Context: an optimization exercise on an open-source flow, tuned for small area. The choices shown serve that exercise and are no tape-out recipe.
RTL that was checked went through simulation tests only; none was proved equivalent to the original.
The RTL of run 1 was laid out without a check of its function.
Power is estimated from default activity; no workload was simulated.

**design.v**
```verilog
package pmu_pkg;
    typedef enum logic [1:0] {
        SELFTEST_NONE    = 2'b00,
        SELFTEST_ALL_ON  = 2'b01,
        SELFTEST_ALL_OFF = 2'b10,
        SELFTEST_ONE_ON  = 2'b11
    } selftest_e;
    typedef enum logic {
        BUS_IDLE = 1'b0,
        BUS_RESP = 1'b1
    } bus_state_e;
endpackage
module pmu_ao22 (
    input  logic a1,
    input  logic a2,
    input  logic b1,
    input  logic b2,
    output logic x
);
    assign x = (a1 & a2) | (b1 & b2);
endmodule
module pmu_aoi222 (
    input  logic a1,
    input  logic a2,
    input  logic b1,
    input  logic b2,
    input  logic c1,
    input  logic c2,
    output logic xn
);
    assign xn = ~((a1 & a2) | (b1 & b2) | (c1 & c2));
endmodule
module pmu_aoi22 (
    input  logic a1,
    input  logic a2,
    input  logic b1,
    input  logic b2,
    output logic xn
);
    assign xn = ~((a1 & a2) | (b1 & b2));
endmodule
module pmu_nand #(parameter int N = 2) (
    input  logic [N-1:0] a,
    output logic         x
);
    assign x = ~&a;
endmodule
module pmu_ao222 (
    input  logic a1,
    input  logic a2,
    input  logic b1,
    input  logic b2,
    input  logic c1,
    input  logic c2,
    output logic x
);
    assign x = (a1 & a2) | (b1 & b2) | (c1 & c2);
endmodule
module pmu_qsel (
    input  logic l,
    input  logic lim,
    input  logic h0,
    input  logic h1,
    input  logic q,
    input  logic z,
    output logic x
);
    assign x = (l & lim) | (h0 & q) | (h1 & (q ^ z));
endmodule
module pmu_nand2 (
    input  logic a1,
    input  logic a2,
    output logic xn
);
    assign xn = ~(a1 & a2);
endmodule
module pmu_qdec (
    input  logic zi,
    input  logic q,
    input  logic g,
    output logic zo,
    output logic d
);
    assign zo = zi & ~q;
    assign d  = q ^ (g & zi);
endmodule
module pmu_ao21 (
    input  logic a1,
    input  logic a2,
    input  logic b1,
    output logic x
);
    assign x = (a1 & a2) | b1;
endmodule
module pmu_xor2 (
    input  logic a,
    input  logic b,
    output logic x
);
    assign x = a ^ b;
endmodule
`timescale 1ns/1ns
module pmu_regs (
    input  logic              clk_i,
    input  logic              rstn_i,
    input  logic [6:0]        s_awaddr_i,
    input  logic              s_awvalid_i,
    output logic              s_awready_o,
    input  logic [31:0]       s_wdata_i,
    input  logic              s_wvalid_i,
    output logic              s_wready_o,
    output logic [1:0]        s_bresp_o,
    output logic              s_bvalid_o,
    input  logic              s_bready_i,
    input  logic [6:0]        s_araddr_i,
    input  logic              s_arvalid_i,
    output logic              s_arready_o,
    output logic [31:0]       s_rdata_o,
    output logic [1:0]        s_rresp_o,
    output logic              s_rvalid_o,
    input  logic              s_rready_i,
    output logic [31:0]       cfg_o,
    output logic [7:0]        ovf_mask_o,
    output logic [63:0]       weights_o,
    output logic [3:0][31:0]  limits_o,
    output logic [7:0]        cnt_ld_o,
    input  logic [7:0][31:0]  counter_val_i,
    input  logic [7:0]        ovf_vect_i,
    input  logic [3:0][31:0]  quota_i
);
    logic [4:0] wr_idx, rd_idx;
    logic bvalid_q, rvalid_q, wr_fire;
    logic [31:0] rdata_q, rd_data;
    logic [31:0] cfg_q;
    logic [7:0]  mask_q;
    logic [63:0] weights_q;
    logic [3:0][31:0] limits_q;
    assign wr_idx  = s_awaddr_i[6:2];
    assign rd_idx  = s_araddr_i[6:2];
    assign wr_fire = s_awvalid_i & s_wvalid_i & ~bvalid_q;
    assign s_awready_o = wr_fire;
    assign s_wready_o  = wr_fire;
    assign s_bvalid_o  = bvalid_q;
    assign s_bresp_o   = 2'b00;
    assign s_arready_o = s_arvalid_i & ~rvalid_q;
    assign s_rvalid_o  = rvalid_q;
    assign s_rdata_o   = rdata_q;
    assign s_rresp_o   = 2'b00;
    always_ff @(posedge clk_i or negedge rstn_i) begin
        if (!rstn_i) begin
            bvalid_q <= 1'b0;
            rvalid_q <= 1'b0;
        end else begin
            bvalid_q <= bvalid_q ? ~s_bready_i : (s_awvalid_i & s_wvalid_i);
            rvalid_q <= rvalid_q ? ~s_rready_i : s_arvalid_i;
        end
    end
    always_ff @(posedge clk_i) begin
        rdata_q <= rd_data;
    end
    logic [7:0] we;
    assign we[0] = wr_fire & (wr_idx == 5'd0);
    assign we[1] = wr_fire & (wr_idx == 5'd9);
    assign we[2] = wr_fire & (wr_idx == 5'd11);
    assign we[3] = wr_fire & (wr_idx == 5'd12);
    assign we[4] = wr_fire & (wr_idx == 5'd13);
    assign we[5] = wr_fire & (wr_idx == 5'd14);
    assign we[6] = wr_fire & (wr_idx == 5'd15);
    assign we[7] = wr_fire & (wr_idx == 5'd16);
    logic [7:0][31:0] wq, wd;
    assign wq[0] = cfg_q;
    assign wq[1] = {24'd0, mask_q};
    assign wq[2] = weights_q[31:0];
    assign wq[3] = weights_q[63:32];
    assign wq[4] = limits_q[0];
    assign wq[5] = limits_q[1];
    assign wq[6] = limits_q[2];
    assign wq[7] = limits_q[3];
    for (genvar r = 0; r < 8; r++) begin : g_wr
        logic wen;
        assign wen = ~we[r];
        for (genvar b = 0; b < ((r == 1) ? 8 : 32); b++) begin : g_b
            pmu_ao22 u_sel (.a1(we[r]), .a2(s_wdata_i[b]), .b1(wen), .b2(wq[r][b]), .x(wd[r][b]));
        end
    end
    always_ff @(posedge clk_i or negedge rstn_i) begin
        if (!rstn_i) begin
            cfg_q     <= '0;
            mask_q    <= '0;
            weights_q <= '0;
            limits_q  <= '0;
        end else begin
            cfg_q             <= wd[0];
            mask_q            <= wd[1][7:0];
            weights_q[31:0]   <= wd[2];
            weights_q[63:32]  <= wd[3];
            limits_q[0]       <= wd[4];
            limits_q[1]       <= wd[5];
            limits_q[2]       <= wd[6];
            limits_q[3]       <= wd[7];
        end
    end
    for (genvar i = 0; i < 8; i++) begin : g_ld
        assign cnt_ld_o[i] = wr_fire & (wr_idx == 5'(i + 1));
    end
    logic [20:0] rsel;
    logic rhold;
    assign rhold = rvalid_q;
    for (genvar k = 0; k < 21; k++) begin : g_rsel
        assign rsel[k] = ~rvalid_q & (rd_idx == 5'(k));
    end
    for (genvar b = 0; b < 32; b++) begin : g_rd
        localparam int NS = (b < 8) ? 22 : 20;
        localparam int N3 = NS / 3;
        localparam int NT = N3 + NS % 3;
        logic [23:0] sel, dat;
        logic [NT-1:0] tn;
        always_comb begin
            sel = '0;
            dat = '0;
            sel[0] = rhold;    dat[0] = rdata_q[b];
            sel[1] = rsel[0];  dat[1] = cfg_q[b];
            for (int k = 0; k < 8; k++) begin
                sel[2+k] = rsel[1+k];  dat[2+k] = counter_val_i[k][b];
            end
            sel[10] = rsel[11]; dat[10] = weights_q[b];
            sel[11] = rsel[12]; dat[11] = weights_q[32+b];
            for (int k = 0; k < 4; k++) begin
                sel[12+k] = rsel[13+k]; dat[12+k] = limits_q[k][b];
                sel[16+k] = rsel[17+k]; dat[16+k] = quota_i[k][b];
            end
            if (b < 8) begin
                sel[20] = rsel[9];  dat[20] = mask_q[b];
                sel[21] = rsel[10]; dat[21] = ovf_vect_i[b];
            end
        end
        for (genvar t = 0; t < N3; t++) begin : g_t
            pmu_aoi222 u_t (.a1(sel[3*t]), .a2(dat[3*t]), .b1(sel[3*t+1]), .b2(dat[3*t+1]),
                            .c1(sel[3*t+2]), .c2(dat[3*t+2]), .xn(tn[t]));
        end
        for (genvar t = N3; t < NT; t++) begin : g_s
            pmu_nand2 u_t (.a1(sel[2*N3+t]), .a2(dat[2*N3+t]), .xn(tn[t]));
        end
        pmu_nand #(.N(NT)) u_or (.a(tn), .x(rd_data[b]));
    end
    assign cfg_o      = cfg_q;
    assign ovf_mask_o = mask_q;
    assign weights_o  = weights_q;
    assign limits_o   = limits_q;
endmodule
`timescale 1ns/1ns
module pmu_event_counters (
    input  logic              clk_i,
    input  logic              rstn_i,
    input  logic [7:0]        events_i,
    input  logic              cnt_en_i,
    input  logic              cnt_softrst_i,
    input  logic              ovf_en_i,
    input  logic              ovf_softrst_i,
    input  logic [7:0]        cnt_ld_i,
    input  logic [31:0]       wdata_i,
    output logic [7:0][31:0]  counter_val_o,
    output logic [7:0]        ovf_vect_o
);
    logic [7:0][31:0] cnt_q;
    logic [7:0] ovf_q;
    logic [7:0] wrap;
    for (genvar i = 0; i < 8; i++) begin : g_cnt
        logic [31:0] nxt;
        logic sel_w, sel_c;
        assign sel_w = ~cnt_softrst_i & cnt_ld_i[i];
        assign sel_c = ~cnt_softrst_i & ~cnt_ld_i[i];
        logic inc;
        logic [32:0] c;
        logic p16;            
        assign inc = cnt_en_i & events_i[i];
        assign p16 = &cnt_q[i][15:0];
        for (genvar b = 0; b < 32; b++) begin : g_bit
            if (b == 0) begin : g_c0
                assign c[b] = inc;
            end else if (b == 16) begin : g_c16
                assign c[b] = inc & p16;
            end
            if (b != 15) begin : g_cy
                assign c[b+1] = c[b] & cnt_q[i][b];
            end
            pmu_ao22 u_sel (.a1(sel_w), .a2(wdata_i[b]), .b1(sel_c), .b2(cnt_q[i][b] ^ c[b]), .x(nxt[b]));
        end
        assign wrap[i] = c[32] & sel_c;
        always_ff @(posedge clk_i or negedge rstn_i) begin
            if (!rstn_i) cnt_q[i] <= '0;
            else         cnt_q[i] <= nxt;
        end
    end
    always_ff @(posedge clk_i or negedge rstn_i) begin
        if (!rstn_i)            ovf_q <= '0;
        else if (ovf_softrst_i) ovf_q <= '0;
        else if (ovf_en_i)      ovf_q <= ovf_q | wrap;
    end
    assign counter_val_o = cnt_q;
    assign ovf_vect_o    = ovf_q;
endmodule
`timescale 1ns/1ns
module pmu_mccu (
    input  logic              clk_i,
    input  logic              rstn_i,
    input  logic [7:0]        events_i,
    input  logic              mccu_en_i,
    input  logic              mccu_softrst_i,
    input  logic [3:0]        update_quota_i,
    input  logic [63:0]       weights_i,
    input  logic [3:0][31:0]  limits_i,
    output logic [3:0][31:0]  quota_o,
    output logic [3:0]        exhausted_o
);
    for (genvar c = 0; c < 4; c++) begin : g_core
        logic [7:0] wa, wb;
        logic [8:0] wab;      
        logic [8:0] ca;
        logic ea, eb, s_a, s_b, s_ab;
        logic [8:0] costn;    
        logic [8:0] dlo;
        logic [32:9] z;       
        logic bw9, sat;
        logic sel_l;
        logic [31:0] d, q, nxt;
        logic ex;
        assign wa = weights_i[16*c +: 8];
        assign wb = weights_i[16*c+8 +: 8];
        assign ca[0] = 1'b0;
        for (genvar k = 0; k < 8; k++) begin : g_add
            assign wab[k]  = wa[k] ^ wb[k] ^ ca[k];
            assign ca[k+1] = (wa[k] & wb[k]) | (ca[k] & (wa[k] ^ wb[k]));
        end
        assign wab[8] = ca[8];
        assign ea   = mccu_en_i & events_i[c];
        assign eb   = mccu_en_i & events_i[c+4];
        assign s_a  = ea & ~eb;
        assign s_b  = ~ea & eb;
        assign s_ab = ea & eb;
        for (genvar k = 0; k < 9; k++) begin : g_cost
            if (k < 8) begin : g_w
                pmu_aoi222 u_c (.a1(s_a), .a2(wa[k]), .b1(s_b), .b2(wb[k]),
                                .c1(s_ab), .c2(wab[k]), .xn(costn[k]));
            end else begin : g_top
                assign costn[k] = ~(s_ab & wab[k]);
            end
        end
        logic [8:0] p, gn;
        logic [9:0] cy;
        assign cy[0] = 1'b1;
        for (genvar k = 0; k < 9; k++) begin : g_sub
            assign p[k]  = q[k] ^ costn[k];
            assign gn[k] = q[k] & costn[k];
            pmu_ao21 u_c (.a1(p[k]), .a2(cy[k]), .b1(gn[k]), .x(cy[k+1]));
            pmu_xor2 u_s (.a(p[k]), .b(cy[k]), .x(dlo[k]));
        end
        assign bw9 = ~cy[9];
        logic g;
        assign z[9] = 1'b1;
        assign sat = bw9 & z[32];
        assign g   = bw9 & ~z[32];
        assign d[8:0] = dlo;
        for (genvar k = 9; k < 32; k++) begin : g_dec
            pmu_qdec u_dec (.zi(z[k]), .q(q[k]), .g(g), .zo(z[k+1]), .d(d[k]));
        end
        logic sel_dl, sel_dh;
        assign sel_l  = ~mccu_softrst_i & update_quota_i[c];
        assign sel_dh = ~mccu_softrst_i & ~update_quota_i[c];
        assign sel_dl = sel_dh & ~sat;
        for (genvar k = 0; k < 32; k++) begin : g_nxt
            pmu_ao22 u_sel (.a1(sel_l), .a2(limits_i[c][k]), .b1((k < 9) ? sel_dl : sel_dh), .b2(d[k]), .x(nxt[k]));
        end
        always_ff @(posedge clk_i or negedge rstn_i) begin
            if (!rstn_i) q <= '0;
            else         q <= nxt;
        end
        always_ff @(posedge clk_i or negedge rstn_i) begin
            if (!rstn_i) ex <= 1'b0;
            else         ex <= z[32] & ~|q[8:0];
        end
        assign quota_o[c]     = q;
        assign exhausted_o[c] = ex;
    end
endmodule
`timescale 1ns/1ns
module pmu_top (
    input  logic                          clk_i,
    input  logic                          rstn_i,
    input  logic [7-1:0]    s_awaddr_i,
    input  logic                          s_awvalid_i,
    output logic                          s_awready_o,
    input  logic [32-1:0]     s_wdata_i,
    input  logic [32/8-1:0]   s_wstrb_i,
    input  logic                          s_wvalid_i,
    output logic                          s_wready_o,
    output logic [1:0]                    s_bresp_o,
    output logic                          s_bvalid_o,
    input  logic                          s_bready_i,
    input  logic [7-1:0]    s_araddr_i,
    input  logic                          s_arvalid_i,
    output logic                          s_arready_o,
    output logic [32-1:0]     s_rdata_o,
    output logic [1:0]                    s_rresp_o,
    output logic                          s_rvalid_o,
    input  logic                          s_rready_i,
    input  logic [8-1:0]    events_i,
    output logic                          intr_overflow_o,
    output logic [4-1:0]       intr_mccu_o
);
    logic [31:0] cfg;
    logic [7:0]  ovf_mask;
    logic [63:0] weights;
    logic [3:0][31:0] limits;
    logic [7:0]  cnt_ld;
    logic [7:0]  events_sel;
    logic [7:0][31:0] counter_val;
    logic [7:0]  ovf_vect;
    logic [3:0][31:0] quota;
    logic [3:0]  exhausted;
    pmu_regs u_regs (
        .clk_i, .rstn_i,
        .s_awaddr_i, .s_awvalid_i, .s_awready_o,
        .s_wdata_i, .s_wvalid_i, .s_wready_o,
        .s_bresp_o, .s_bvalid_o, .s_bready_i,
        .s_araddr_i, .s_arvalid_i, .s_arready_o,
        .s_rdata_o, .s_rresp_o, .s_rvalid_o, .s_rready_i,
        .cfg_o        (cfg),
        .ovf_mask_o   (ovf_mask),
        .weights_o    (weights),
        .limits_o     (limits),
        .cnt_ld_o     (cnt_ld),
        .counter_val_i(counter_val),
        .ovf_vect_i   (ovf_vect),
        .quota_i      (quota)
    );
    always_comb begin
        case (cfg[31:30])
            2'b01:   events_sel = 8'hFF;
            2'b10:   events_sel = 8'h00;
            2'b11:   events_sel = 8'h01;
            default: events_sel = events_i;
        endcase
    end
    pmu_event_counters u_counters (
        .clk_i, .rstn_i,
        .events_i      (events_sel),
        .cnt_en_i      (cfg[0]),
        .cnt_softrst_i (cfg[1]),
        .ovf_en_i      (cfg[2]),
        .ovf_softrst_i (cfg[3]),
        .cnt_ld_i      (cnt_ld),
        .wdata_i       (s_wdata_i),
        .counter_val_o (counter_val),
        .ovf_vect_o    (ovf_vect)
    );
    pmu_mccu u_mccu (
        .clk_i, .rstn_i,
        .events_i      (events_sel),
        .mccu_en_i     (cfg[4]),
        .mccu_softrst_i(cfg[5]),
        .update_quota_i(cfg[9:6]),
        .weights_i     (weights),
        .limits_i      (limits),
        .quota_o       (quota),
        .exhausted_o   (exhausted)
    );
    assign intr_overflow_o = |(ovf_vect & ovf_mask);
    assign intr_mccu_o     = exhausted & {4{cfg[4]}};
endmodule
```
**flow/run.sh**
```bash
#!/bin/bash
# Standard ORFS layout (the standard.sh) with two extra settings:
#  - port buffers use the smallest buffer instead of the default choice
#  - clock tree without dummy balancing loads
# Each ORFS step writes its own log under orfs/logs; make's output goes to standard.log.
set -euo pipefail
bash standard.sh \
  "BUFFER_PORTS_ARGS=-buffer_cell sky130_fd_sc_hd__buf_1" \
  "CTS_ARGS=-sink_clustering_enable -repair_clock_nets -sink_clustering_size 30 -sink_clustering_max_diameter 80 -buf_list sky130_fd_sc_hd__clkbuf_16 -dont_use_dummy_load" \
  finish > standard.log 2>&1
```
**standard.sh**
```bash
#!/bin/bash
# synth_recipe.tcl (not shown) runs the flow's synth.tcl, then flattens the netlist and writes it again
# the make line also repeats each setting of config.mk as NAME=value (left out here)
make -C /OpenROAD-flow-scripts/flow DESIGN_CONFIG=/design/flow/config.mk WORK_HOME=/design/flow/orfs CLKGATE_MAP_FILE= SYNTH_SCRIPT=/design/flow/synth_recipe.tcl "${@:-finish}"
```
**config.mk**
```make
export PLATFORM = sky130hd
export DESIGN_NAME = pmu_top
export DESIGN_NICKNAME = pmu_top
export VERILOG_FILES = /design/flow/design.v
export SDC_FILE = /design/flow/constraint.sdc
export NUM_CORES = 4
export LEC_CHECK = 0
export CAP_MARGIN = 10
export CORE_MARGIN = 2
export CORE_UTILIZATION = 50
export CTS_BUF_LIST = sky130_fd_sc_hd__clkbuf_16
export CTS_CLUSTER_DIAMETER = 80
export CTS_CLUSTER_SIZE = 30
export SLEW_MARGIN = 10
export SYNTH_HIERARCHICAL = 1
export SYNTH_MINIMUM_KEEP_SIZE = 0
```
**constraint.sdc**
```tcl
create_clock -name core_clock -period 6.0 [get_ports {clk_i}]
set_input_delay 1.2000 -clock core_clock [delete_from_list [all_inputs] [get_ports {clk_i}]]
set_output_delay 1.2000 -clock core_clock [all_outputs]
set_load 0.01 [all_outputs]
```
==> impl_metrics.yaml, run 1 <==
clock_tree:
  cts_setup_buffers: 0
  numCtsBuffers: 37
  cts_hold_buf: 0
  clk_pin_slew_ns: 0.09
  root_buffer: "clkbuf_16"
  clock_path_buffers: 3
  htreeDepth: 2
  tritoncts: "done"
  insertion_delay_ns: 0.61
  clock-sinks: 662
critical_path:
  critical-path-max-stage-delay_ns: 0.49
  cp_common_cell: "nor2b_2"
  cp-start-kind: "flop"
  r2r_slack_ns: 0.33
  reg2reg_from: "u_mccu.g_core[2].q[9]"
  rr_worst_depth: 28
  worst_ep_arrival_time_ns: 6.20
  worst_path_max_delay_cell: "or4b_1"
  critical_path_required_ns: 6.53
  critical_path_peak_fanout: 3
  crit_path_end_kind: "flop"
  critical_path_class: "reg -> reg"
  r2r-end: "u_mccu.g_core[2].ex"
synth:
  synth_top_cell_by_area: "dfrtp_1"
  ys_warn_count: 10
  syn_inst: 2626
  syn_area_sq_mm: 0.0332
  synth_most_common_cell: "dfrtp_1"
  synthDistinctLibCells: 46
  async_reset_ff_frac: 0.952
  yosys-top-cells-count: "630 x dfrtp_1, 616 x a22o_1, 288 x ha_1, 232 x a222oi_1, 169 x nand2_1"
  synth_edf_count: 0
  netlist.area_leader.share: 0.475
  ys_seq_area_frac: 0.494
  syn_avg_cell_area_sq_um: 12.6
  ys.flop_type: "dfrtp_1"
  yosys-top-cells-area: "dfrtp_1 47%, a22o_1 16%, ha_1 11%, a222oi_1 7.0%, xnor2_1 2.4%"
  synth_seq_cells: 662
worst_hold_path:
  hold_class: "reg -> reg"
  holdPathEnd: "u_regs.cfg_q[12]"
  min_from: "u_regs.cfg_q[12]"
  hold_depth: 1
die:
  start_util: 0.505
  die_area_sq_mm: 0.0685
  core_area_sq_mm: 0.0657
  rows: 94
  die_w_um: 262
  pin_count: 111
  die_height_um: 262
timing:
  fin_skew_ns: 0.0554
  fin_crit_ns: 5.67
  finalWorstSetupSlack_ns: 0.330
  fin_crit_sh: 0.945
  finalSetupViolCount: 0
  slew_viol_final: 0
  grt_setup_unrepaired: "false"
  clock.fmax_mhz: 176
  hold_viol: 0
  worst_slew_pin_slew_ns: 1.25
  slew_headroom: 0.168
  finalSetupTns_ns: 0
global_route:
  grt_pass1_vias: 26100
  grt_pass1_wl_mm: 177
  globalRouteMet3Util: 0.0633
  globalRouteMet1Util: 0.503
  antenna_found_initial: 1
  use_met2: 0.532
  grt_max_degree: 153
  grtUsageTotal: 0.354
  grt-ovfl-total: 0
  gr-max-usage-layer: "met2"
job:
  maxCapViolCount: 0
run_status:
  outcome: "timing/DRC/antenna clean"
routing:
  routed_via_density: 7.14
  drc: 0
  avgRoutedWirePerCell_um: 32.6
  drt_pass1_iterations: 10
  routed_wl_mm: 122
  num_vias: 26800
  final_antenna_net_count: 0
  drtIter0Drc: 4224
layout:
  layout.nets: 3269
  syn2layout_area_growth_pct: 11.2
  final_layout_size_suffix_gt1_frac: 0.105
placed_design:
  dp_hpwl_mm: 84.0
  pre_cts_ws_ns: -0.0179
  routabilityCongestion: 0.970
  port_buffers: 98
power:
  ir_drop_mv: 0.283
  leakagePower_nw: 18.1
  pwr_density_cell_mw_per_mm2: 324
==> registers in the layout, indices dropped and copies added, names as in the netlist, 8 cells and up <==
register,cells
u_regs.cfg_q,32
u_counters.cnt_q,256
u_counters.ovf_q,8
u_mccu.g_core.q,128
u_regs.weights_q,64
u_regs.rdata_q,32
u_regs.mask_q,8
u_regs.limits_q,128
==> worst max-delay path: cells and delay by family (launching register included) <==
| kind | cells | cell delay [ns] |
|---|---|---|
| buffers and inverters | 3 | 0.46 |
| DFF | 1 | 0.39 |
| and+or+nand+nor | 25 | 4.74 |
==> per-module statistics from Yosys (local to each module, per instance), a selection <==
module,times used,cells inside
pmu_ao21,36,1
pmu_aoi222,232,1
pmu_top,1,27
pmu_mccu,1,280
pmu_nand2,56,1
pmu_regs,1,350
pmu_event_counters,1,621
pmu_xor2,36,1
pmu_qdec,92,3
pmu_ao22,616,1
==> worst max-delay path by stage <==
stage | startpoint | end | slack (ns)
3_3_place_gp | events_i[7] | u_mccu.g_core[3].q[9] | 0.007
2_1_floorplan | u_regs.weights_q[48] | u_mccu.g_core[3].q[10] | 0.61
6_report | u_mccu.g_core[2].q[9] | u_mccu.g_core[2].ex | 0.33
3_5_place_dp | events_i[7] | u_mccu.g_core[3].q[11] | -0.02
4_1_cts | u_mccu.g_core[1].q[9] | u_mccu.g_core[1].ex | 0.02
5_1_grt | u_mccu.g_core[2].q[9] | u_mccu.g_core[2].ex | 0.004
==> cells in the final DEF, fill, tap and decap left out, types with 4 or more instances in the layout <==
master | synthesis | layout
dfrtp_1 | 630 | 629
a22o_1 | 616 | 616
ha_1 | 288 | 288
a222oi_1 | 232 | 232
nand2_1 | 169 | 169
buf_4 | 10 | 122
buf_1 | 1 | 97
xnor2_1 | 92 | 92
nand4_1 | 91 | 91
nor2b_2 | 0 | 60
xor2_1 | 44 | 44
a21o_1 | 38 | 38
clkbuf_16 | 0 | 37
nor2b_1 | 97 | 35
inv_1 | 34 | 34
nor2_1 | 69 | 33
or2_1 | 32 | 32
dfxtp_1 | 32 | 32
nor2_2 | 0 | 31
fa_1 | 28 | 28
conb_1 | 2 | 20
nor4_2 | 12 | 15
and2_1 | 12 | 12
and4_1 | 9 | 9
a31oi_1 | 8 | 8
nand2b_1 | 7 | 7
buf_12 | 0 | 7
nor3_2 | 1 | 6
nor2_4 | 0 | 5
and3_1 | 5 | 5
or4_4 | 5 | 5
a22oi_1 | 4 | 4
a21boi_0 | 4 | 4
or4b_1 | 5 | 4
nor4_1 | 8 | 4
or3_1 | 4 | 4
==> repair_timing <==
| action | CTS | global route |
|---|---|---|
| resized for setup | 2 | 61 |
| pin swaps | 0 | 0 |
| setup endpoints to repair | 2 | 132 |
==> stage by stage <==
stage	std cells	util	hold WS [ns]	cell area, sq um	power (mW)
final	3752	0.562	0.506	36900	12.0
after global routing	3750	0.562	0.513	36900	12.5
after CTS	3750	0.559	0.507	36800	11.9
after detailed placement	3713	0.545	0.484	35800	9.28
after global placement	3713	0.545	0.481	35800	9.17
after floorplan	2644	-	0.447	33300	7.95
==> metal layers <==
layer / part of all wire / wire, um
met4: 0.051 / 6230
met1: 0.42 / 50800
met2: 0.44 / 53500
met3: 0.096 / 11800
met5: 0.00011 / 13
==> where the power goes <==
group	switching, mW	leakage (nW)	internal [mW]	total, mW
combinational	1.69	8.82	1.56	3.25
clock	1.49	0.456	1.11	2.60
sequential	0.912	8.78	5.23	6.14
==> cell families after synthesis <==
group / Yosys count / share of synthesized area
AOI/OAI and AO/OA: 903 / 0.244
xor gates and xnor gates: 136 / 0.0359
adders and majority gates: 316 / 0.125
buffers and inverters: 57 / 0.00840
DFF: 662 / 0.494
other: 2 / 0.000226
and+or+nand+nor: 550 / 0.0915
==> cell type report <==
cell class	count	area, sq um
inverters	35	131
multi-input cells	1925	17000
clock buffers	37	926
flip-flops and latches	662	16400
well taps	864	1080
repair buffers	227	1430
diodes	2	5.00
fillers	5625	28800
==> run 2: changes to the inputs <==
--- a/design.v
+++ b/design.v
@@ -124,6 +124,7 @@
     output logic [63:0]       weights_o,
     output logic [3:0][31:0]  limits_o,
     output logic [7:0]        cnt_ld_o,
+    output logic              rp_o,
     input  logic [7:0][31:0]  counter_val_i,
     input  logic [7:0]        ovf_vect_i,
     input  logic [3:0][31:0]  quota_i
@@ -158,15 +159,23 @@
     always_ff @(posedge clk_i) begin
         rdata_q <= rd_data;
     end
+    logic rp_q;
+    always_ff @(posedge clk_i or negedge rstn_i) begin
+        if (!rstn_i) rp_q <= 1'b1;
+        else         rp_q <= 1'b0;
+    end
+    assign rp_o = rp_q;
     logic [7:0] we;
+    logic wr_ok;
+    assign wr_ok = wr_fire & rstn_i;
     assign we[0] = wr_fire & (wr_idx == 5'd0);
     assign we[1] = wr_fire & (wr_idx == 5'd9);
-    assign we[2] = wr_fire & (wr_idx == 5'd11);
-    assign we[3] = wr_fire & (wr_idx == 5'd12);
-    assign we[4] = wr_fire & (wr_idx == 5'd13);
-    assign we[5] = wr_fire & (wr_idx == 5'd14);
-    assign we[6] = wr_fire & (wr_idx == 5'd15);
-    assign we[7] = wr_fire & (wr_idx == 5'd16);
+    assign we[2] = wr_ok & (wr_idx == 5'd11);
+    assign we[3] = wr_ok & (wr_idx == 5'd12);
+    assign we[4] = wr_ok & (wr_idx == 5'd13);
+    assign we[5] = wr_ok & (wr_idx == 5'd14);
+    assign we[6] = wr_ok & (wr_idx == 5'd15);
+    assign we[7] = wr_ok & (wr_idx == 5'd16);
     logic [7:0][31:0] wq, wd;
     assign wq[0] = cfg_q;
     assign wq[1] = {24'd0, mask_q};
@@ -178,36 +187,40 @@
     assign wq[7] = limits_q[3];
     for (genvar r = 0; r < 8; r++) begin : g_wr
         logic wen;
-        assign wen = ~we[r];
+        if (r < 2) begin : g_async
+            assign wen = ~we[r];
+        end else begin : g_sync
+            assign wen = ~we[r] & ~rp_q;
+        end
         for (genvar b = 0; b < ((r == 1) ? 8 : 32); b++) begin : g_b
             pmu_ao22 u_sel (.a1(we[r]), .a2(s_wdata_i[b]), .b1(wen), .b2(wq[r][b]), .x(wd[r][b]));
         end
     end
     always_ff @(posedge clk_i or negedge rstn_i) begin
         if (!rstn_i) begin
-            cfg_q     <= '0;
-            mask_q    <= '0;
-            weights_q <= '0;
-            limits_q  <= '0;
+            cfg_q  <= '0;
+            mask_q <= '0;
         end else begin
-            cfg_q             <= wd[0];
-            mask_q            <= wd[1][7:0];
-            weights_q[31:0]   <= wd[2];
-            weights_q[63:32]  <= wd[3];
-            limits_q[0]       <= wd[4];
-            limits_q[1]       <= wd[5];
-            limits_q[2]       <= wd[6];
-            limits_q[3]       <= wd[7];
+            cfg_q  <= wd[0];
+            mask_q <= wd[1][7:0];
         end
     end
+    always_ff @(posedge clk_i) begin
+        weights_q[31:0]  <= wd[2];
+        weights_q[63:32] <= wd[3];
+        limits_q[0]      <= wd[4];
+        limits_q[1]      <= wd[5];
+        limits_q[2]      <= wd[6];
+        limits_q[3]      <= wd[7];
+    end
     for (genvar i = 0; i < 8; i++) begin : g_ld
-        assign cnt_ld_o[i] = wr_fire & (wr_idx == 5'(i + 1));
+        assign cnt_ld_o[i] = wr_ok & (wr_idx == 5'(i + 1));
     end
     logic [20:0] rsel;
     logic rhold;
     assign rhold = rvalid_q;
     for (genvar k = 0; k < 21; k++) begin : g_rsel
-        assign rsel[k] = ~rvalid_q & (rd_idx == 5'(k));
+        assign rsel[k] = ~rvalid_q & ~rp_q & (rd_idx == 5'(k));
     end
     for (genvar b = 0; b < 32; b++) begin : g_rd
         localparam int NS = (b < 8) ? 22 : 20;
@@ -258,6 +271,7 @@
     input  logic              ovf_en_i,
     input  logic              ovf_softrst_i,
     input  logic [7:0]        cnt_ld_i,
+    input  logic              rp_i,
     input  logic [31:0]       wdata_i,
     output logic [7:0][31:0]  counter_val_o,
     output logic [7:0]        ovf_vect_o
@@ -269,7 +283,7 @@
         logic [31:0] nxt;
         logic sel_w, sel_c;
         assign sel_w = ~cnt_softrst_i & cnt_ld_i[i];
-        assign sel_c = ~cnt_softrst_i & ~cnt_ld_i[i];
+        assign sel_c = ~cnt_softrst_i & ~cnt_ld_i[i] & ~rp_i;
         logic inc;
         logic [32:0] c;
         logic p16;            
@@ -287,14 +301,12 @@
             pmu_ao22 u_sel (.a1(sel_w), .a2(wdata_i[b]), .b1(sel_c), .b2(cnt_q[i][b] ^ c[b]), .x(nxt[b]));
         end
         assign wrap[i] = c[32] & sel_c;
-        always_ff @(posedge clk_i or negedge rstn_i) begin
-            if (!rstn_i) cnt_q[i] <= '0;
-            else         cnt_q[i] <= nxt;
+        always_ff @(posedge clk_i) begin
+            cnt_q[i] <= nxt;
         end
     end
-    always_ff @(posedge clk_i or negedge rstn_i) begin
-        if (!rstn_i)            ovf_q <= '0;
-        else if (ovf_softrst_i) ovf_q <= '0;
+    always_ff @(posedge clk_i) begin
+        if (rp_i | ovf_softrst_i) ovf_q <= '0;
         else if (ovf_en_i)      ovf_q <= ovf_q | wrap;
     end
     assign counter_val_o = cnt_q;
@@ -307,6 +319,7 @@
     input  logic [7:0]        events_i,
     input  logic              mccu_en_i,
     input  logic              mccu_softrst_i,
+    input  logic              rp_i,
     input  logic [3:0]        update_quota_i,
     input  logic [63:0]       weights_i,
     input  logic [3:0][31:0]  limits_i,
@@ -366,18 +379,16 @@
         end
         logic sel_dl, sel_dh;
         assign sel_l  = ~mccu_softrst_i & update_quota_i[c];
-        assign sel_dh = ~mccu_softrst_i & ~update_quota_i[c];
+        assign sel_dh = ~mccu_softrst_i & ~update_quota_i[c] & ~rp_i;
         assign sel_dl = sel_dh & ~sat;
         for (genvar k = 0; k < 32; k++) begin : g_nxt
             pmu_ao22 u_sel (.a1(sel_l), .a2(limits_i[c][k]), .b1((k < 9) ? sel_dl : sel_dh), .b2(d[k]), .x(nxt[k]));
         end
-        always_ff @(posedge clk_i or negedge rstn_i) begin
-            if (!rstn_i) q <= '0;
-            else         q <= nxt;
-        end
-        always_ff @(posedge clk_i or negedge rstn_i) begin
-            if (!rstn_i) ex <= 1'b0;
-            else         ex <= z[32] & ~|q[8:0];
+        always_ff @(posedge clk_i) begin
+            q <= nxt;
+        end
+        always_ff @(posedge clk_i) begin
+            ex <= (z[32] & ~|q[8:0]) | rp_i;
         end
         assign quota_o[c]     = q;
         assign exhausted_o[c] = ex;
@@ -418,6 +429,7 @@
     logic [7:0]  ovf_vect;
     logic [3:0][31:0] quota;
     logic [3:0]  exhausted;
+    logic        rp;
     pmu_regs u_regs (
         .clk_i, .rstn_i,
         .s_awaddr_i, .s_awvalid_i, .s_awready_o,
@@ -430,6 +442,7 @@
         .weights_o    (weights),
         .limits_o     (limits),
         .cnt_ld_o     (cnt_ld),
+        .rp_o         (rp),
         .counter_val_i(counter_val),
         .ovf_vect_i   (ovf_vect),
         .quota_i      (quota)
@@ -450,6 +463,7 @@
         .ovf_en_i      (cfg[2]),
         .ovf_softrst_i (cfg[3]),
         .cnt_ld_i      (cnt_ld),
+        .rp_i          (rp),
         .wdata_i       (s_wdata_i),
         .counter_val_o (counter_val),
         .ovf_vect_o    (ovf_vect)
@@ -459,6 +473,7 @@
         .events_i      (events_sel),
         .mccu_en_i     (cfg[4]),
         .mccu_softrst_i(cfg[5]),
+        .rp_i          (rp),
         .update_quota_i(cfg[9:6]),
         .weights_i     (weights),
         .limits_i      (limits),
==> run 2 against run 1 <==
  * Clock skew decreased by 0.012 ns
  * Sequential power decreased by 14%
  * Via count decreased by 4.0%
  * Sequential share of layout area decreased by 4.5 points
  * Fmax increased by 1.3%
  * Critical path depth unchanged
  * Non-clock buffer count decreased by 34
  * Clock power about the same
  * Critical endpoint is now u_mccu.g_core[1].q[12]
  * Still clean on timing, DRC and antenna
  * Sequential cell count increased by 1
==> impl_metrics.yaml, run 2 <==
run_status:
  outcome: "timing/DRC/antenna clean"
timing:
  finalSetupViolCount: 0
  fin_crit_sh: 0.933
  slew_viol_final: 0
  hold_viol: 0
  worst_slew_pin_slew_ns: 1.27
  slew_headroom: 0.153
  grt_setup_unrepaired: "true"
  clock.fmax_mhz: 179
  fin_skew_ns: 0.0433
  finalWorstSetupSlack_ns: 0.405
  fin_crit_ns: 5.60
  finalSetupTns_ns: 0
  hold_ws_ns: 0.496
layout:
  largest_register_ff_count: 256
  final_layout_size_suffix_gt1_frac: 0.0869
  diodes: 0
  regMostFlops: "u_counters.cnt_q"
  syn2layout_area_growth_pct: 11.0
  mostFrequentLayoutCells: "620 x dfxtp_1, 616 x a22o_1, 288 x ha_1, 232 x a222oi_1, 169 x nand2_1"
  layout.nets: 3250
  reg_top3: "u_counters.cnt_q (256), u_mccu.g_core.q (128), u_regs.limits_q (128)"
  final_common_cell: "dfxtp_1"
placed_design:
  port_buffers: 98
  dp_hpwl_mm: 80.5
  pre_cts_ws_ns: 0.0409
  routabilityCongestion: 0.968
routing:
  drc: 0
  routed_via_density: 7.05
  routed_wl_mm: 113
  drtIter0Drc: 3786
  drt_pass1_iterations: 7
  final_antenna_net_count: 0
  avgRoutedWirePerCell_um: 31.1
  num_vias: 25700
die:
  die_area_sq_mm: 0.0628
  pin_count: 111
  die_w_um: 251
  rows: 90
  start_util: 0.505
  core_area_sq_mm: 0.0602
  die_height_um: 251
critical_path:
  critical_path_required_ns: 6.48
  critical_path_class: "reg -> reg"
  critical_path_peak_fanout: 23
  critical-path-max-stage-delay_ns: 0.35
  crit_path_end_kind: "flop"
  cp_common_cell: "nor2b_1"
  cp-start-kind: "flop"
  worst_ep_arrival_time_ns: 6.07
  worst_path_max_delay_cell: "dfxtp_1"
synth:
  async_reset_ff_frac: 0.0649
  synth_most_common_cell: "dfxtp_1"
  ys.flop_type: "dfxtp_1"
  synth_edf_count: 0
  syn_inst: 2644
  yosys-top-cells-count: "620 x dfxtp_1, 616 x a22o_1, 288 x ha_1, 232 x a222oi_1, 169 x nand2_1"
  netlist.area_leader.share: 0.408
  ys_seq_area_frac: 0.443
  syn_avg_cell_area_sq_um: 11.5
  synth_top_cell_by_area: "dfxtp_1"
  syn_area_sq_mm: 0.0304
  synthDistinctLibCells: 51
  yosys-top-cells-area: "dfxtp_1 41%, a22o_1 18%, ha_1 12%, a222oi_1 7.6%, dfrtp_1 3.5%"
  synth_seq_cells: 663
  ys_warn_count: 10
power:
  ir_drop_mv: 0.337
  switching_power_mw: 3.96
  internal_power_mw: 7.64
  leakagePower_nw: 14.6
  switching_share: 0.341
  pwr_density_cell_mw_per_mm2: 343
  p_seq_frac: 0.456
  p_comb_frac: 0.321
  p_clk_frac: 0.224
worst_hold_path:
  hold_class: "in -> async"
global_route:
  antenna_found_initial: 0
  grt-ovfl-total: 0
  grt_pass1_wl_mm: 166
  grt_pass1_vias: 24500
  grt_max_degree: 40
  grtUsageTotal: 0.353
clock_tree:
  clk_pin_slew_ns: 0.09
  post_cts_resize_count: 0
  numCtsBuffers: 37
  insertion_delay_ns: 0.61
  clock_path_buffers: 3
  clock-sinks: 663
  tritoncts: "done"
  cts_hold_buf: 0
  root_buffer: "clkbuf_16"
  cts_setup_buffers: 0
  htreeDepth: 2
job:
  maxCapViolCount: 0
run 2: cell types whose count changed after synthesis, sizes merged, moves of 5 or more:
cell	change
a31oi	+5
dfrtp	-588
dfxtp	+588
nor2	-13
nor3	+20
or4b	-5
run 2: worst max-delay path: cells and delay by family, from the launching register on:
family / cells / cell delay [ns]
simple gates: 25 / 4.74
buf+inv: 1 / 0.16
xor+xnor: 1 / 0.08
flops: 1 / 0.35
compound gates: 1 / 0.18
run 2: cells by family after synthesis:
kind of cell / share of synthesized area
DFF: 0.443
and+or+nand+nor: 0.101
buffers and inverters: 0.0107
AOI/OAI and AO/OA: 0.269
adders and majority gates: 0.137
other: 0.000247
xor gates and xnor gates: 0.0391
run 2: per-stage QoR:
stage	std cells	utilization	area [sq um]	total power, mW
floorplan	2663	-	30500	7.65
CTS	3649	0.559	33600	11.4
finish	3649	0.561	33800	11.6
global route	3649	0.561	33800	12.1
global placement	3612	0.543	32700	8.75
detailed placement	3612	0.543	32700	8.84
run 2: per-module statistics from Yosys, one instance, submodules excluded, a selection:
module	flip-flops and latches	cells
pmu_ao22	0	1
pmu_aoi222	0	1
pmu_regs	267	361
pmu_nand2	0	1
pmu_mccu	132	286
pmu_top	0	27
pmu_qdec	0	3
pmu_ao21	0	1
run 2: path summary, 6_finish.rpt:
path | start | endpoint | slack [ns] | depth (start not counted)
max | u_mccu.g_core[1].q[9] | u_mccu.g_core[1].q[12] | 0.40 | 28
min | rstn_i | u_regs.mask_q[6] | 0.50 | 1
max reg2reg | u_mccu.g_core[1].q[9] | u_mccu.g_core[1].q[12] | 0.40 | 28
min reg2reg | u_regs.cfg_q[27] | u_regs.cfg_q[27] | 0.50 | 1
max in group asynchronous | rstn_i | u_regs.rvalid_q | 4.51 | 2
min in group core_clock | u_regs.cfg_q[27] | u_regs.cfg_q[27] | 0.50 | 1
run 2: layout make-up:
| type | instances | area [sq um] |
|---|---|---|
| multi-input cells | 1937 | 17100 |
| fillers | 5221 | 26500 |
| clock buffers | 37 | 926 |
| flip-flops and latches | 663 | 13500 |
| repair buffers | 193 | 1110 |
| well taps | 782 | 978 |
| inverters | 37 | 139 |
run 2: power groups by stage:
stage / clock network, mW / registers, mW / logic (mW)
2_1_floorplan: 0 / 5.19 / 2.46
3_3_place_gp: 0 / 5.33 / 3.42
3_5_place_dp: 0 / 5.34 / 3.50
4_1_cts: 2.63 / 5.24 / 3.53
5_1_grt: 2.75 / 5.32 / 4.01
6_report: 2.59 / 5.28 / 3.72
run 2: routing by layer:
metal,routed length [um],part of all wire,up-vias,global-route usage
li1,-,-,11200,-
met1,47400,0.42,12900,0.486
met2,49200,0.43,1413,0.537
met3,9480,0.084,250,0.0432
met4,7340,0.065,0,0.200
met5,0,0,-,0
==> run 3: changes to the inputs <==
--- a/design.v
+++ b/design.v
@@ -168,8 +168,8 @@
     logic [7:0] we;
     logic wr_ok;
     assign wr_ok = wr_fire & rstn_i;
-    assign we[0] = wr_fire & (wr_idx == 5'd0);
-    assign we[1] = wr_fire & (wr_idx == 5'd9);
+    assign we[0] = wr_ok & (wr_idx == 5'd0);
+    assign we[1] = wr_ok & (wr_idx == 5'd9);
     assign we[2] = wr_ok & (wr_idx == 5'd11);
     assign we[3] = wr_ok & (wr_idx == 5'd12);
     assign we[4] = wr_ok & (wr_idx == 5'd13);
@@ -187,25 +187,14 @@
     assign wq[7] = limits_q[3];
     for (genvar r = 0; r < 8; r++) begin : g_wr
         logic wen;
-        if (r < 2) begin : g_async
-            assign wen = ~we[r];
-        end else begin : g_sync
-            assign wen = ~we[r] & ~rp_q;
-        end
+        assign wen = ~we[r] & ~rp_q;
         for (genvar b = 0; b < ((r == 1) ? 8 : 32); b++) begin : g_b
             pmu_ao22 u_sel (.a1(we[r]), .a2(s_wdata_i[b]), .b1(wen), .b2(wq[r][b]), .x(wd[r][b]));
         end
     end
-    always_ff @(posedge clk_i or negedge rstn_i) begin
-        if (!rstn_i) begin
-            cfg_q  <= '0;
-            mask_q <= '0;
-        end else begin
-            cfg_q  <= wd[0];
-            mask_q <= wd[1][7:0];
-        end
-    end
     always_ff @(posedge clk_i) begin
+        cfg_q            <= wd[0];
+        mask_q           <= wd[1][7:0];
         weights_q[31:0]  <= wd[2];
         weights_q[63:32] <= wd[3];
         limits_q[0]      <= wd[4];
@@ -459,7 +448,7 @@
         .clk_i, .rstn_i,
         .events_i      (events_sel),
         .cnt_en_i      (cfg[0]),
-        .cnt_softrst_i (cfg[1]),
+        .cnt_softrst_i (cfg[1] & ~rp),
         .ovf_en_i      (cfg[2]),
         .ovf_softrst_i (cfg[3]),
         .cnt_ld_i      (cnt_ld),
@@ -474,12 +463,14 @@
         .mccu_en_i     (cfg[4]),
         .mccu_softrst_i(cfg[5]),
         .rp_i          (rp),
-        .update_quota_i(cfg[9:6]),
+        .update_quota_i(cfg[9:6] & {4{~rp}}),
         .weights_i     (weights),
         .limits_i      (limits),
         .quota_o       (quota),
         .exhausted_o   (exhausted)
     );
-    assign intr_overflow_o = |(ovf_vect & ovf_mask);
-    assign intr_mccu_o     = exhausted & {4{cfg[4]}};
+    logic mccu_int_en;
+    assign mccu_int_en     = cfg[4] & ~rp;
+    assign intr_overflow_o = |(ovf_vect & ovf_mask) & ~rp;
+    assign intr_mccu_o     = exhausted & {4{mccu_int_en}};
 endmodule
==> run 3 against run 2 <==
  * Fmax decreased by 1.9%
  * Via count is essentially flat
  * Setup slack lost 0.11 ns
  * Count of clock-buffer cells in the layout decreased by 1
  * Cell area decreased by 0.90%
  * Clock skew hardly changed
  * Power decreased by 9.0%
  * Register-to-register slack got worse by 0.11 ns
  * Wire length is 1.9% higher
  * Die area is 0.83% lower
  * Critical path type unchanged
  * Critical endpoint is now u_mccu.g_core[0].q[27]
==> impl_metrics.yaml, run 3 <==
run_status:
  outcome: "timing/DRC/antenna clean"
timing:
  clock.fmax_mhz: 175
  fin_skew_ns: 0.0432
  fin_crit_ns: 5.70
  fin_crit_sh: 0.950
  hold_viol: 0
  finalSetupViolCount: 0
  finalSetupTns_ns: 0
  slew_viol_final: 0
  slew_headroom: 0.0923
  worst_slew_pin_slew_ns: 1.36
  grt_setup_unrepaired: "false"
clock_tree:
  clk_pin_slew_ns: 0.10
  clock-sinks: 663
  cts_setup_buffers: 0
  tritoncts: "done"
  clock_path_buffers: 3
  root_buffer: "clkbuf_16"
  insertion_delay_ns: 0.60
  numCtsBuffers: 36
  cts_hold_buf: 0
  htreeDepth: 2
synth:
  yosys-top-cells-area: "dfxtp_1 44%, a22o_1 18%, ha_1 12%, a222oi_1 7.7%, xnor2_1 2.7%"
  yosys-top-cells-count: "660 x dfxtp_1, 616 x a22o_1, 288 x ha_1, 232 x a222oi_1, 170 x nand2_1"
  synth_top_cell_by_area: "dfxtp_1"
  synth_edf_count: 0
  ys.flop_type: "dfxtp_1"
  netlist.area_leader.share: 0.438
  ys_warn_count: 10
  synthDistinctLibCells: 51
  syn_inst: 2648
  async_reset_ff_frac: 0.00452
  ys_seq_area_frac: 0.440
  syn_avg_cell_area_sq_um: 11.4
  syn_area_sq_mm: 0.0302
  synth_most_common_cell: "dfxtp_1"
  synth_seq_cells: 663
routing:
  routed_via_density: 7.04
  met1_length_mm: 46.8
  drtIter0Drc: 3691
  drc: 0
  avgRoutedWirePerCell_um: 31.6
  wl_met3_mm: 10.3
  final_antenna_net_count: 0
  met2RoutedLength_mm: 51.4
  routed_wl_mm: 116
  drt_pass1_iterations: 12
  topRoutingLayerUsed: "met4"
  num_vias: 25800
layout:
  mostFrequentLayoutCells: "660 x dfxtp_1, 616 x a22o_1, 288 x ha_1, 232 x a222oi_1, 170 x nand2_1"
  layout.nets: 3254
  nFillCells: 5285
  syn2layout_area_growth_pct: 11.0
  regMostFlops: "u_counters.cnt_q"
  final_layout_size_suffix_gt1_frac: 0.0829
  postLayoutCoreUtil: 0.558
  final_common_cell: "dfxtp_1"
  largest_register_ff_count: 256
  reg_top3: "u_counters.cnt_q (256), u_mccu.g_core.q (128), u_regs.limits_q (128)"
  instances_no_fill: 3656
placed_design:
  dp_hpwl_mm: 80.5
  routabilityCongestion: 0.949
  place_inst: 3617
  port_buffers: 98
global_route:
  grt_pass1_vias: 24900
  grtUsageTotal: 0.360
  grt_max_degree: 40
  grt_pass1_wl_mm: 168
  antenna_found_initial: 1
  grt-ovfl-total: 0
critical_path:
  r2r_slack_ns: 0.30
  cp_common_cell: "nor2b_1"
  critical_path_class: "reg -> reg"
  critical-path-max-stage-delay_ns: 0.35
  crit_path_end_kind: "flop"
  worst_path_max_delay_cell: "dfxtp_1"
  critical_path_required_ns: 6.47
  cp-start-kind: "flop"
  worst_ep_arrival_time_ns: 6.17
  critical_path_peak_fanout: 12
die:
  die_area_sq_mm: 0.0623
  core_area_sq_mm: 0.0600
  die_height_um: 250
  rows: 90
  start_util: 0.503
  pin_count: 111
  die_w_um: 250
power:
  switching_share: 0.323
  internal_power_mw: 7.14
  p_seq_frac: 0.479
  leakagePower_nw: 14.4
  pwr_density_cell_mw_per_mm2: 315
  ir_drop_mv: 0.247
  p_comb_frac: 0.280
  p_clk_frac: 0.241
  switching_power_mw: 3.41
worst_hold_path:
  hold_class: "in -> async"
job:
  maxCapViolCount: 0
-- run 3: per-module statistics from Yosys (local to each module, per instance), excerpt --
module      flip-flops and latches  copies in the design  cells  cell area [sq um]
pmu_regs                       267                     1    359               5940
pmu_top                          0                     1     33                193
pmu_qdec                         0                    92      3               18.8
pmu_aoi222                       0                   232      1               10.0
pmu_ao22                         0                   616      1               8.76
pmu_ao21                         0                    36      1               7.51
pmu_nand2                        0                    56      1               3.75
-- run 3: layer usage --
layer  track usage  vias to the layer above
met2         0.562                     1381
met4         0.198                        0
met5             0                        -
li1              -                    11200
met3        0.0573                      233
met1         0.478                    12900
-- run 3: kinds of logic after synthesis --
kind of cell / synth area share
compound gates: 0.272
flops: 0.440
simple gates: 0.0999
fa+ha+maj: 0.138
xor+xnor: 0.0395
buf+inv: 0.00950
other cells: 0.000249
mux: 0.000332
-- run 3: through the flow --
step	area, sq um	hold slack [ns]	worst slack, ns	power, mW
floorplan	30200	0.440	0.696	6.98
global placement	32500	0.453	0.239	7.88
detailed placement	32500	0.455	0.240	7.95
CTS	33400	0.418	0.121	10.5
global route	33500	0.449	0.00541	11.0
finish	33500	0.425	0.298	10.6
-- run 3: what timing repair did --
item / in CTS / in global routing
gates resized for setup: 0 / 38
hold endpoints to repair: 0 / 0
endpoints found under the setup margin: 0 / 132
-- run 3: worst max-delay path, delay by kind of cell, from the launching register on --
kind                      cells  cell delay [ns]
AOI/OAI and AO/OA             1             0.18
xor gates and xnor gates      1             0.07
buffers and inverters         2             0.37
DFF                           1             0.35
and+or+nand+nor              25             4.58
-- run 3: worst paths after layout --
check                                       from                endpoint  depth (start not counted)
max                        u_mccu.g_core[0].q[9]  u_mccu.g_core[0].q[27]                         29
min in group core_clock         u_regs.cfg_q[23]        u_regs.cfg_q[23]                          1
max reg2reg                u_mccu.g_core[0].q[9]  u_mccu.g_core[0].q[27]                         29
max in group asynchronous                 rstn_i             u_regs.rp_q                          1
min                                       rstn_i         u_regs.bvalid_q                          1
min reg2reg                     u_regs.cfg_q[23]        u_regs.cfg_q[23]                          1
-- run 3: power by group through the flow --
stage | Clock, mW | Combinational (mW) | Sequential, mW
2_1_floorplan | 0 | 1.95 | 5.03
3_3_place_gp | 0 | 2.77 | 5.12
3_5_place_dp | 0 | 2.82 | 5.12
4_1_cts | 2.58 | 2.85 | 5.03
5_1_grt | 2.72 | 3.17 | 5.08
6_report | 2.55 | 2.95 | 5.05
-- run 3: final cells by class --
class                   instances  area [sq um]  area share
multi-input cells            1944         17100       0.510
inverters                      36           135     0.00404
diodes                          3          7.51    0.000224
clock buffers                  36           901      0.0269
flip-flops and latches        663         13300       0.397
repair buffers                192          1100      0.0328
well taps                     782           978      0.0292
==> run 4: changes to the inputs <==
--- a/design.v
+++ b/design.v
@@ -354,8 +354,13 @@
         for (genvar k = 0; k < 9; k++) begin : g_sub
             assign p[k]  = q[k] ^ costn[k];
             assign gn[k] = q[k] & costn[k];
-            pmu_ao21 u_c (.a1(p[k]), .a2(cy[k]), .b1(gn[k]), .x(cy[k+1]));
-            pmu_xor2 u_s (.a(p[k]), .b(cy[k]), .x(dlo[k]));
+            if (k == 0) begin : g_b0
+                assign cy[1]  = p[0] | gn[0];
+                assign dlo[0] = ~p[0];
+            end else begin : g_bk
+                pmu_ao21 u_c (.a1(p[k]), .a2(cy[k]), .b1(gn[k]), .x(cy[k+1]));
+                pmu_xor2 u_s (.a(p[k]), .b(cy[k]), .x(dlo[k]));
+            end
         end
         assign bw9 = ~cy[9];
         logic g;
@@ -364,7 +369,12 @@
         assign g   = bw9 & ~z[32];
         assign d[8:0] = dlo;
         for (genvar k = 9; k < 32; k++) begin : g_dec
-            pmu_qdec u_dec (.zi(z[k]), .q(q[k]), .g(g), .zo(z[k+1]), .d(d[k]));
+            if (k == 9) begin : g_b9
+                assign z[10] = ~q[9];
+                assign d[9]  = q[9] ^ g;
+            end else begin : g_bk
+                pmu_qdec u_dec (.zi(z[k]), .q(q[k]), .g(g), .zo(z[k+1]), .d(d[k]));
+            end
         end
         logic sel_dl, sel_dh;
         assign sel_l  = ~mccu_softrst_i & update_quota_i[c];
--- a/config.mk
+++ b/config.mk
@@ -7,7 +7,7 @@
 export LEC_CHECK = 0
 export CAP_MARGIN = 10
 export CORE_MARGIN = 2
-export CORE_UTILIZATION = 50
+export CORE_UTILIZATION = 70
 export CTS_BUF_LIST = sky130_fd_sc_hd__clkbuf_16
 export CTS_CLUSTER_DIAMETER = 80
 export CTS_CLUSTER_SIZE = 30
==> run 4 against run 3 <==
  * Cell area down 2.0%
  * Largest power group unchanged
  * Wire length down 6.3%
  * Die area down 28%
  * Critical path type unchanged
  * Highest routed layer is now met5
==> impl_metrics.yaml, run 4 <==
placed_design:
  routabilityCongestion: 1.04
  dp_hpwl_mm: 74.2
  pre_cts_ws_ns: 0.230
  port_buffers: 98
  place_inst: 3353
synth:
  synth_seq_cells: 663
  netlist.area_leader.share: 0.438
  synth_most_common_cell: "dfxtp_1"
  synthDistinctLibCells: 51
  syn_avg_cell_area_sq_um: 11.4
  yosys-top-cells-area: "dfxtp_1 44%, a22o_1 18%, ha_1 12%, a222oi_1 7.7%, xnor2_1 2.7%"
  ys_warn_count: 10
  async_reset_ff_frac: 0.00452
  syn_inst: 2651
  yosys-top-cells-count: "660 x dfxtp_1, 616 x a22o_1, 288 x ha_1, 232 x a222oi_1, 166 x nand2_1"
  synth_top_family_by_area: "compound AO/OA/AOI/OAI gates"
  synth_edf_count: 0
  ys_seq_area_frac: 0.441
  synth_top_cell_by_area: "dfxtp_1"
  ys.flop_type: "dfxtp_1"
  synth_fa_ha_area_frac: 0.138
  synth-xor-area-share: 0.0384
  syn_area_sq_mm: 0.0301
  yosys.area_share.simple: 0.0986
  synth_compound_area_frac: 0.271
  synthMuxAreaShare: 0.000332
critical_path:
  reg2reg_from: "u_mccu.g_core[1].q[9]"
  path_buf_inv: 2
  critical-path-max-stage-delay_ns: 0.33
  crit_path_start: "u_mccu.g_core[1].q[9]"
  critical_path_class: "reg -> reg"
  crit_path_end_kind: "flop"
  critical_path_peak_fanout: 14
  cp-start-kind: "flop"
  worst_path_max_delay_cell: "dfxtp_1"
  critical_path_required_ns: 6.49
  worst_ep_arrival_time_ns: 6.29
  critPathTopFamily: "simple AND/OR/NAND/NOR gates"
  cp_common_cell: "nor2b_1"
die:
  die_area_sq_mm: 0.0447
  rows: 76
  die_height_um: 211
  core_area_sq_mm: 0.0428
  die_w_um: 211
  start_util: 0.704
  pin_count: 111
routing:
  drc: 0
  num_vias: 26700
  routed_via_density: 7.88
  routed_wl_mm: 108
  final_antenna_net_count: 0
  drtIter0Drc: 5281
  avgRoutedWirePerCell_um: 32.0
  drt_pass1_iterations: 10
worst_hold_path:
  hold_class: "in -> async"
clock_tree:
  numCtsBuffers: 30
  htreeDepth: 1
  clock-sinks: 663
  clock_path_buffers: 3
  insertion_delay_ns: 0.65
  tritoncts: "done"
  cts_hold_buf: 0
  root_buffer: "clkbuf_16"
  clk_pin_slew_ns: 0.11
run_status:
  outcome: "timing/DRC/antenna clean"
power:
  leakagePower_nw: 13.8
  pwr_density_cell_mw_per_mm2: 214
  ir_drop_mv: 0.232
timing:
  fin_skew_ns: 0.0744
  slew_viol_final: 0
  clock.fmax_mhz: 173
  finalSetupViolCount: 0
  hold_viol: 0
  fin_crit_ns: 5.79
  finalWorstSetupSlack_ns: 0.206
  finalSetupTns_ns: 0
  slew_headroom: 0.0984
  fin_crit_sh: 0.966
  worst_slew_pin_slew_ns: 1.35
layout:
  nFillCells: 2900
  syn2layout_area_growth_pct: 8.84
  mostFrequentLayoutCells: "660 x dfxtp_1, 616 x a22o_1, 288 x ha_1, 232 x a222oi_1, 166 x nand2_1"
  reg_top3: "u_counters.cnt_q (256), u_mccu.g_core.q (128), u_regs.limits_q (128)"
  largest_register_ff_count: 256
  regMostFlops: "u_counters.cnt_q"
  layout.nets: 3221
  final_common_cell: "dfxtp_1"
  instances_no_fill: 3384
  regArea_sq_mm: 0.0133
  multi_input_area_sq_mm: 0.0169
  postLayoutCoreUtil: 0.767
  diodes: 0
  final_layout_size_suffix_gt1_frac: 0.0726
global_route:
  grt_max_degree: 33
  grt_pass1_wl_mm: 158
  antenna_found_initial: 2
  grtUsageTotal: 0.472
  grt-ovfl-total: 0
  grt_pass1_vias: 25600
job:
  maxCapViolCount: 0
-- run 4: changes by cell type after synthesis --
| cell | previous run | this run |
|---|---|---|
| nor2b_1 | 93 | 89 |
| inv_1 | 36 | 56 |
| xor2_1 | 44 | 40 |
| conb_1 | 2 | 1 |
| nand2_1 | 170 | 166 |
| a21o_1 | 37 | 33 |
-- run 4: path summary, 6_finish.rpt --
path | cells past startpoint | slack (ns) | endpoint
min in group core_clock | 1 | 0.48 | u_regs.cfg_q[17]
max in group asynchronous | 1 | 5.33 | u_regs.rp_q
max | 28 | 0.21 | u_mccu.g_core[1].q[10]
min | 1 | 0.41 | u_regs.bvalid_q
min reg2reg | 1 | 0.48 | u_regs.cfg_q[17]
max reg2reg | 28 | 0.21 | u_mccu.g_core[1].q[10]
-- run 4: metal layers --
layer	routed length [um]	track usage
met4	10000	0.370
met2	45200	0.691
met5	25	0
met1	39000	0.610
met3	14000	0.0981
-- run 4: power breakdown --
part | switching [mW] | internal [mW] | leakage [nW] | total, mW
combinational | 0.268 | 0.0573 | 8.13 | 0.326
clock | 1.37 | 0.893 | 0.370 | 2.26
sequential | 0.0238 | 4.41 | 5.35 | 4.44
total | 1.66 | 5.36 | 13.8 | 7.02
-- run 4: cell families after synthesis --
kind of cell,after synthesis
buffers and inverters,80
flip-flops,663
AO/OA/AOI/OAI,911
multiplexers,1
AND/OR/NAND/NOR,547
other,1
adder cells (fa/ha/maj),316
XOR/XNOR,132
-- run 4: modules after synthesis, one instance, submodules excluded, excerpt --
module              area (sq um)  times used  cells inside
pmu_qdec                    18.8          88             3
pmu_regs                    5940           1           359
pmu_top                      193           1            33
pmu_ao22                    8.76         616             1
pmu_event_counters          9030           1           622
pmu_xor2                    8.76          32             1
pmu_ao21                    7.51          32             1
pmu_mccu                    4270           1           309
pmu_nand2                   3.75          56             1
pmu_aoi222                  10.0         232             1
-- run 4: metrics by stage --
stage                     area [sq um]  hold slack (ns)  total power, mW
final                            32800            0.408             7.02
after global routing             32800            0.417             7.17
after CTS                        32700            0.402             6.99
after detailed placement         32000            0.453             4.84
after global placement           32000            0.453             4.83
after floorplan                  30200            0.440             4.64
-- run 4: area by class of cell --
| class | instances | share of cell area |
|---|---|---|
| timing repair buffer | 177 | 0.0299 |
| tap | 546 | 0.0208 |
| sequential | 663 | 0.405 |
| multi-input combinational | 1912 | 0.515 |
| inverter | 56 | 0.00641 |
| clock buffer | 30 | 0.0229 |
-- run 4: timing repair --
item / CTS / global route
setup buffers: 0 / 0
setup endpoints to repair: 0 / 131
resized for setup: 0 / 30
==> run 5: changes to the inputs <==
--- a/config.mk
+++ b/config.mk
@@ -7,7 +7,7 @@
 export LEC_CHECK = 0
 export CAP_MARGIN = 10
 export CORE_MARGIN = 2
-export CORE_UTILIZATION = 70
+export CORE_UTILIZATION = 50
 export CTS_BUF_LIST = sky130_fd_sc_hd__clkbuf_16
 export CTS_CLUSTER_DIAMETER = 80
 export CTS_CLUSTER_SIZE = 30
==> run 5 against run 4 <==
  * Still clean on timing, DRC and antenna
  * Wire length up 5.3%
  * Sequential share of layout area down 0.67 points
  * Clock skew down 0.015 ns
  * Die area up 39%
  * Worst hold slack better by 0.021 ns
  * Sequential power about the same
  * Largest cell class unchanged
  * Largest power group unchanged
==> impl_metrics.yaml, run 5 <==
global_route:
  grt_pass1_vias: 24600
  grt-ovfl-total: 0
  antenna_found_initial: 5
  grt_max_degree: 40
  grt_pass1_wl_mm: 166
  grtUsageTotal: 0.358
clock_tree:
  clock_path_buffers: 3
  post_cts_resize_count: 0
  root_buffer: "clkbuf_16"
  numCtsBuffers: 37
  cts_hold_buf: 0
  clk_pin_slew_ns: 0.09
  htreeDepth: 2
  clock-sinks: 663
  cts_setup_buffers: 0
  tritoncts: "done"
  insertion_delay_ns: 0.61
synth:
  async_reset_ff_frac: 0.00452
  synth_compound_area_frac: 0.271
  synth_edf_count: 0
  ys.flop_type: "dfxtp_1"
  netlist.area_leader.share: 0.438
  ys_seq_area_frac: 0.441
  synthDistinctLibCells: 51
  synth_top_family_by_area: "compound AO/OA/AOI/OAI gates"
  synthMuxAreaShare: 0.000332
  syn_avg_cell_area_sq_um: 11.4
  ys_warn_count: 10
  syn_inst: 2651
  yosys.area_share.simple: 0.0986
  yosys-top-cells-area: "dfxtp_1 44%, a22o_1 18%, ha_1 12%, a222oi_1 7.7%, xnor2_1 2.7%"
  syn_area_sq_mm: 0.0301
  synth_most_common_cell: "dfxtp_1"
  synth-xor-area-share: 0.0384
  synth_top_cell_by_area: "dfxtp_1"
  synth_seq_cells: 663
  yosys-top-cells-count: "660 x dfxtp_1, 616 x a22o_1, 288 x ha_1, 232 x a222oi_1, 166 x nand2_1"
  synth_fa_ha_area_frac: 0.138
power:
  switching_share: 0.240
  switching_power_mw: 1.76
  p_comb_frac: 0.046
  internal_power_mw: 5.58
  p_clk_frac: 0.351
  leakagePower_nw: 14.0
  ir_drop_mv: 0.201
  pwr_density_cell_mw_per_mm2: 220
  power_mw: 7.34
  p_seq_frac: 0.604
die:
  die_area_sq_mm: 0.0623
  die_w_um: 250
  die_height_um: 250
  start_util: 0.508
  pin_count: 111
  rows: 89
  core_area_sq_mm: 0.0594
layout:
  mostFrequentLayoutCells: "660 x dfxtp_1, 616 x a22o_1, 288 x ha_1, 232 x a222oi_1, 166 x nand2_1"
  nFillCells: 5189
  regMostFlops: "u_counters.cnt_q"
  syn2layout_area_growth_pct: 10.7
  final_layout_size_suffix_gt1_frac: 0.0784
  reg_top3: "u_counters.cnt_q (256), u_mccu.g_core.q (128), u_regs.limits_q (128)"
  postLayoutCoreUtil: 0.562
  final_common_cell: "dfxtp_1"
  largest_register_ff_count: 256
  layout.nets: 3241
routing:
  num_vias: 25700
  routed_wl_mm: 114
  drc: 0
  drt_pass1_iterations: 12
  avgRoutedWirePerCell_um: 31.4
  final_antenna_net_count: 0
  drtIter0Drc: 3627
  routed_via_density: 7.09
timing:
  hold_viol: 0
  finalSetupViolCount: 0
  fin_crit_ns: 5.62
  fin_crit_sh: 0.937
  finalWorstSetupSlack_ns: 0.381
  fin_skew_ns: 0.0591
  hold_ws_ns: 0.429
  slew_viol_final: 0
  clock.fmax_mhz: 178
  worst_slew_pin_slew_ns: 1.31
  slew_headroom: 0.130
placed_design:
  routabilityCongestion: 0.954
  pre_cts_ws_ns: 0.272
  port_buffers: 98
  dp_hpwl_mm: 80.1
run_status:
  outcome: "timing/DRC/antenna clean"
critical_path:
  critPathTopFamily: "simple AND/OR/NAND/NOR gates"
  critical_path_class: "reg -> reg"
  cp-start-kind: "flop"
  crit_path_end_kind: "flop"
  worst_path_max_delay_cell: "dfxtp_1"
  critical_path_required_ns: 6.49
  critical-path-max-stage-delay_ns: 0.33
  path_buf_inv: 3
  r2r_slack_ns: 0.38
  worst_ep_arrival_time_ns: 6.11
  cp_common_cell: "nor2b_1"
  critical_path_peak_fanout: 14
job:
  maxCapViolCount: 0
worst_hold_path:
  hold_class: "in -> async"
-- run 5: cell counts after synthesis --
No cell type changed its count.
-- run 5: cell type report --
class / instances / area (sq um) / share of cell area
tap: 773 / 967 / 0.0290
sequential: 663 / 13300 / 0.398
multi-input combinational: 1912 / 16900 / 0.506
inverter: 56 / 210 / 0.00630
clock buffer: 37 / 926 / 0.0278
timing repair buffer: 190 / 1080 / 0.0325
antenna: 2 / 5.00 / 0.000150
-- run 5: final timing paths --
check | start | end | depth (start not counted)
max in group asynchronous | rstn_i | u_regs.rp_q | 1
worst max-delay path | u_mccu.g_core[0].q[9] | u_mccu.g_core[0].q[15] | 29
worst max register to register | u_mccu.g_core[0].q[9] | u_mccu.g_core[0].q[15] | 29
min in group core_clock | u_regs.cfg_q[25] | u_regs.cfg_q[25] | 1
worst min-delay path | rstn_i | u_regs.rvalid_q | 1
worst min register to register | u_regs.cfg_q[25] | u_regs.cfg_q[25] | 1
-- run 5: logic make-up after synthesis --
logic type                 after synthesis
DFF                                    663
AOI/OAI and AO/OA                      911
xor gates and xnor gates               132
muxes                                    1
buffers and inverters                   80
adders and majority gates              316
and+or+nand+nor                        547
other                                    1
-- run 5: Yosys stat by module, one instance, submodules excluded, excerpt --
| module | times used | area, sq um | flip-flops and latches |
|---|---|---|---|
| pmu_ao21 | 32 | 7.51 | 0 |
| pmu_ao22 | 616 | 8.76 | 0 |
| pmu_aoi222 | 232 | 10.0 | 0 |
| pmu_event_counters | 1 | 9030 | 264 |
| pmu_mccu | 1 | 4270 | 132 |
| pmu_nand2 | 56 | 3.75 | 0 |
| pmu_qdec | 88 | 18.8 | 0 |
| pmu_regs | 1 | 5940 | 267 |
| pmu_top | 1 | 193 | 0 |
| pmu_xor2 | 32 | 8.76 | 0 |
-- run 5: power by group through the flow --
stage                     clock network (mW)  logic [mW]  registers (mW)
after floorplan                            0       0.106            4.53
after global placement                     0       0.320            4.53
after detailed placement                   0       0.325            4.53
after CTS                               2.60       0.327            4.43
after global routing                    2.75       0.347            4.43
final                                   2.57       0.336            4.43
-- run 5: metal layers --
metal | GRT usage | routed length (um)
met1 | 0.484 | 46800
met2 | 0.546 | 49800
met3 | 0.0554 | 10500
met4 | 0.200 | 6940
met5 | 0 | 13
-- run 5: worst register-to-register path, delay by kind of cell (launching register included) --
kind,cells,cell delay [ns]
AOI/OAI and AO/OA,1,0.18
DFF,1,0.33
buffers and inverters,3,0.48
xor gates and xnor gates,1,0.06
and+or+nand+nor,24,4.48
-- run 5: per-stage QoR --
| stage | instances | TNS (ns) | area [sq um] |
|---|---|---|---|
| 2_1_floorplan | 2655 | 0 | 30200 |
| 3_3_place_gp | 3594 | 0 | 32400 |
| 3_5_place_dp | 3594 | 0 | 32400 |
| 4_1_cts | 3631 | 0 | 33300 |
| 5_1_grt | 3633 | -0.00418 | 33400 |
| 6_report | 3633 | 0 | 33400 |

Setup slack of run 5, layout unchanged: 0.381 ns with ideal ports, 0.381 ns with driving cells assumed (clock clkbuf_16, inputs buf_2), 0.294 ns with port delays also shifted by the 0.649 ns mid clock arrival.
